From an optimization exercise on the open Yosys and OpenROAD flow, aimed at small area; shortcuts taken in it are not production practice. In this exercise RTL edits were held to simulation tests only and were not proved equivalent to the original. Power and IR drop assume default switching activity.

==> flow/design.v (excerpt) <==
module pid_controller_param #(
  parameter int DW   = pid_pkg::DEF_DW,
  parameter int FRAC = pid_pkg::DEF_FRAC,
  parameter int ACCW = 2*DW+4
) (
  input  logic                 clk,
  input  logic                 rst,
  input  logic                 en,
  input  logic                 clear,
  input  logic signed [DW-1:0] setpoint,
  input  logic signed [DW-1:0] feedback,
  input  logic signed [DW-1:0] kp,
  input  logic signed [DW-1:0] ki,
  input  logic signed [DW-1:0] kd,
  input  logic [ACCW-2:0]      int_limit,
  input  logic [15:0]          clk_times,
  output logic signed [DW-1:0] control_signal,
  output logic                 valid,
  output logic                 busy,
  output logic                 overrun
);
  logic [2:0]       st_q;
  logic [15:0]      cnt_q;
  logic [15:0]      e_q;       
  logic [15:0]      pe_q;      
  logic             pe_v;      
  logic [35:0]      acc_q;     
  logic             acc_c;     
  logic             acc_v;     
  logic [32:0]      t_q;       
  logic [15:0]      ctrl_q;
  logic             valid_q, overrun_q;
  ...
Size in the first run: about 1400 cells after synthesis.
Settings: LEC_CHECK=0, ABC_AREA=1, CAP_MARGIN=20, CORE_MARGIN=2, CORE_UTILIZATION=65, CTS_BUF_LIST=sky130_fd_sc_hd__clkbuf_4 sky130_fd_sc_hd__clkbuf_8, SLEW_MARGIN=20, SYNTH_HIERARCHICAL=1; clock period 13.5 ns.
standard.sh (not shown) runs the stock make flow with config.mk's settings and CLKGATE_MAP_FILE= SYNTH_SCRIPT=/design/flow/synth_recipe.tcl, a recipe that flattens the netlist after the stock synthesis.
==> flow/flow/run.sh <==
#!/bin/bash
# Standard synthesis, then the combinational logic re-mapped for area (registers,
# adder cells and tie cells untouched), then the standard layout with the
# smallest buffer on the ports. Each tool writes its log to a file here.
set -euo pipefail
export BUFFER_PORTS_ARGS="-buffer_cell sky130_fd_sc_hd__buf_1"
bash standard.sh synth > log_synth.log 2>&1
R=orfs/results/$FLOW_PLATFORM/pid_controller_param/base
LIB=$FLOW_HOME/platforms/$FLOW_PLATFORM/lib/sky130_fd_sc_hd__tt_025C_1v80.lib
cp $R/1_2_yosys.v std_netlist.v
KEEP=$(grep -oE "sky130_fd_sc_hd__(df|edf|sdf|dl|fa_|ha_|conb)[a-z0-9_]*" std_netlist.v | sort -u | tr '\n' ' ')
sed -e "s|@LIB@|$LIB|g" -e "s|@KEEP@|$KEEP|" -e "s|@TOP@|$FLOW_TOP|g" flow/remap.ys.in > remap.ys
yosys -l log_remap.log -s remap.ys > /dev/null
cp remap_netlist.v $R/1_2_yosys.v
rm -f $R/1_synth.odb $R/1_synth.sdc
bash standard.sh > log_flow.log 2>&1
Other scripts of this flow, unchanged in this note and not shown: flow/flow/remap.abc, flow/flow/remap.ys.in
Next try:
CTS_BUF_LIST = sky130_fd_sc_hd__clkbuf_8   (was sky130_fd_sc_hd__clkbuf_4 sky130_fd_sc_hd__clkbuf_8)
GPL_TIMING_DRIVEN = 0   (was default)
The new run completed with no timing, DRC or antenna violations.
Worst setup slack gets worse by 0.15 ns.
Sequential cell count stays the same.
Non-clock buffer count decreases by 13.
Core utilization went up by 1.4 points.
Cell count falls by 0.69%.
Power rises by 0.53%.
Routed wire length is lower by 2.2%.
Register-to-register slack is worse by 0.55 ns.
Sequential power hardly moves.
Die area is unchanged.
Next try:
GPL_TIMING_DRIVEN = default   (was 0)
Global-route usage increases by 0.96 points; first-iteration DRC count falls by roughly a tenth; via count goes up slightly; setup slack gains 0.17 ns; final area came out lower slightly; area after synthesis does not change; count of clock-buffer cells in the layout does not change.

---

Another version of the RTL of pid_controller_param (not shown whole).
Size: roughly 2000 cells after synthesis, ~140 flip-flops, about 150 I/O pins, roughly 0.017 mm2 of cells after synthesis.
Design pid_controller_param, start of the top module:
module pid_controller_param #(
  parameter int DW   = pid_pkg::DEF_DW,
  parameter int FRAC = pid_pkg::DEF_FRAC,
  parameter int ACCW = 2*DW+4
) (
  input  logic                 clk,
  input  logic                 rst,
  input  logic                 en,
  input  logic                 clear,
  input  logic signed [DW-1:0] setpoint,
  input  logic signed [DW-1:0] feedback,
  input  logic signed [DW-1:0] kp,
  input  logic signed [DW-1:0] ki,
  input  logic signed [DW-1:0] kd,
  input  logic [ACCW-2:0]      int_limit,
  input  logic [15:0]          clk_times,
  output logic signed [DW-1:0] control_signal,
  output logic                 valid,
  output logic                 busy,
  output logic                 overrun
);
export LEC_CHECK = 0
export ABC_AREA = 1
export CAP_MARGIN = 20
export CORE_MARGIN = 2
export CORE_UTILIZATION = 40
export CTS_BUF_LIST = sky130_fd_sc_hd__clkbuf_8
export SLEW_MARGIN = 20
export SYNTH_HIERARCHICAL = 1
create_clock -name core_clock -period 13.5 [get_ports {clk}]
==> flow/flow/run.sh <==
#!/bin/bash
# Standard layout, with the smallest buffer on the ports and downsizing of
# non-critical gates after global routing.
set -euo pipefail
export BUFFER_PORTS_ARGS="-buffer_cell sky130_fd_sc_hd__buf_1"
export RECOVER_POWER=100
bash standard.sh > flow_standard.log 2>&1
The starting point ran to the end with violations: capacitance limit, slew limit.
Next try:
==> flow/flow/run.sh (replaced) <==
#!/bin/bash
# Standard layout, with the smallest buffer on the ports.
set -euo pipefail
export BUFFER_PORTS_ARGS="-buffer_cell sky130_fd_sc_hd__buf_1"
bash standard.sh > flow_standard.log 2>&1
Result:
- Now the flow completed without violations
- worst setup slack gets better by 0.29 ns
- register-to-register slack gets better by 1.7 ns
- total power is higher by 0.39%
- wire length hardly moves
- sequential cell count does not change
- worst hold slack barely changes
- core utilization is higher by 0.23 points

re-timing with driven ports:
How much do the figures lean on ideal ports? The routed layouts below were timed once more, with nothing changed but the port constraints. Step 1, drivers: a clkbuf_16 drives clk and a buf_2 each remaining input, both assumed. Step 2 adds t to the input delays and takes it off the output delays; t is the mean of the earliest and latest rising clock arrival at the registers after step 1. Input paths then give back, and output paths get back, about the clock's delay inside the block. a / b / c = ideal / step 1 / step 2; a / b = the first two.
run | shift t [ns] | slack for setup (ns) | worst setup path after step 2 | slew at the worst register clock pin (ns) | worst data-port slew with drivers (ns)
the first run of note 1 | 0.522 | 0.727 / 0.749 / 0.226 | input to register | 0.09 / 0.09 | 0.07
the second run of note 1 | 0.514 | 0.574 / 0.590 / 0.076 | input to register | 0.10 / 0.10 | 0.05
the third run of note 1 | 0.524 | 0.744 / 0.765 / 0.241 | input to register | 0.10 / 0.10 | 0.07
the first run of note 2 | 0.510 | 2.371 / 2.371 / 2.371 | register to register | 0.10 / 0.10 | 0.05
the second run of note 2 | 0.509 | 2.662 / 2.686 / 2.177 | input to register | 0.10 / 0.10 | 0.05
The setup slack of the third run of note 1, which loses most, moves by +0.021 ns with the drivers and by -0.503 ns with both steps.
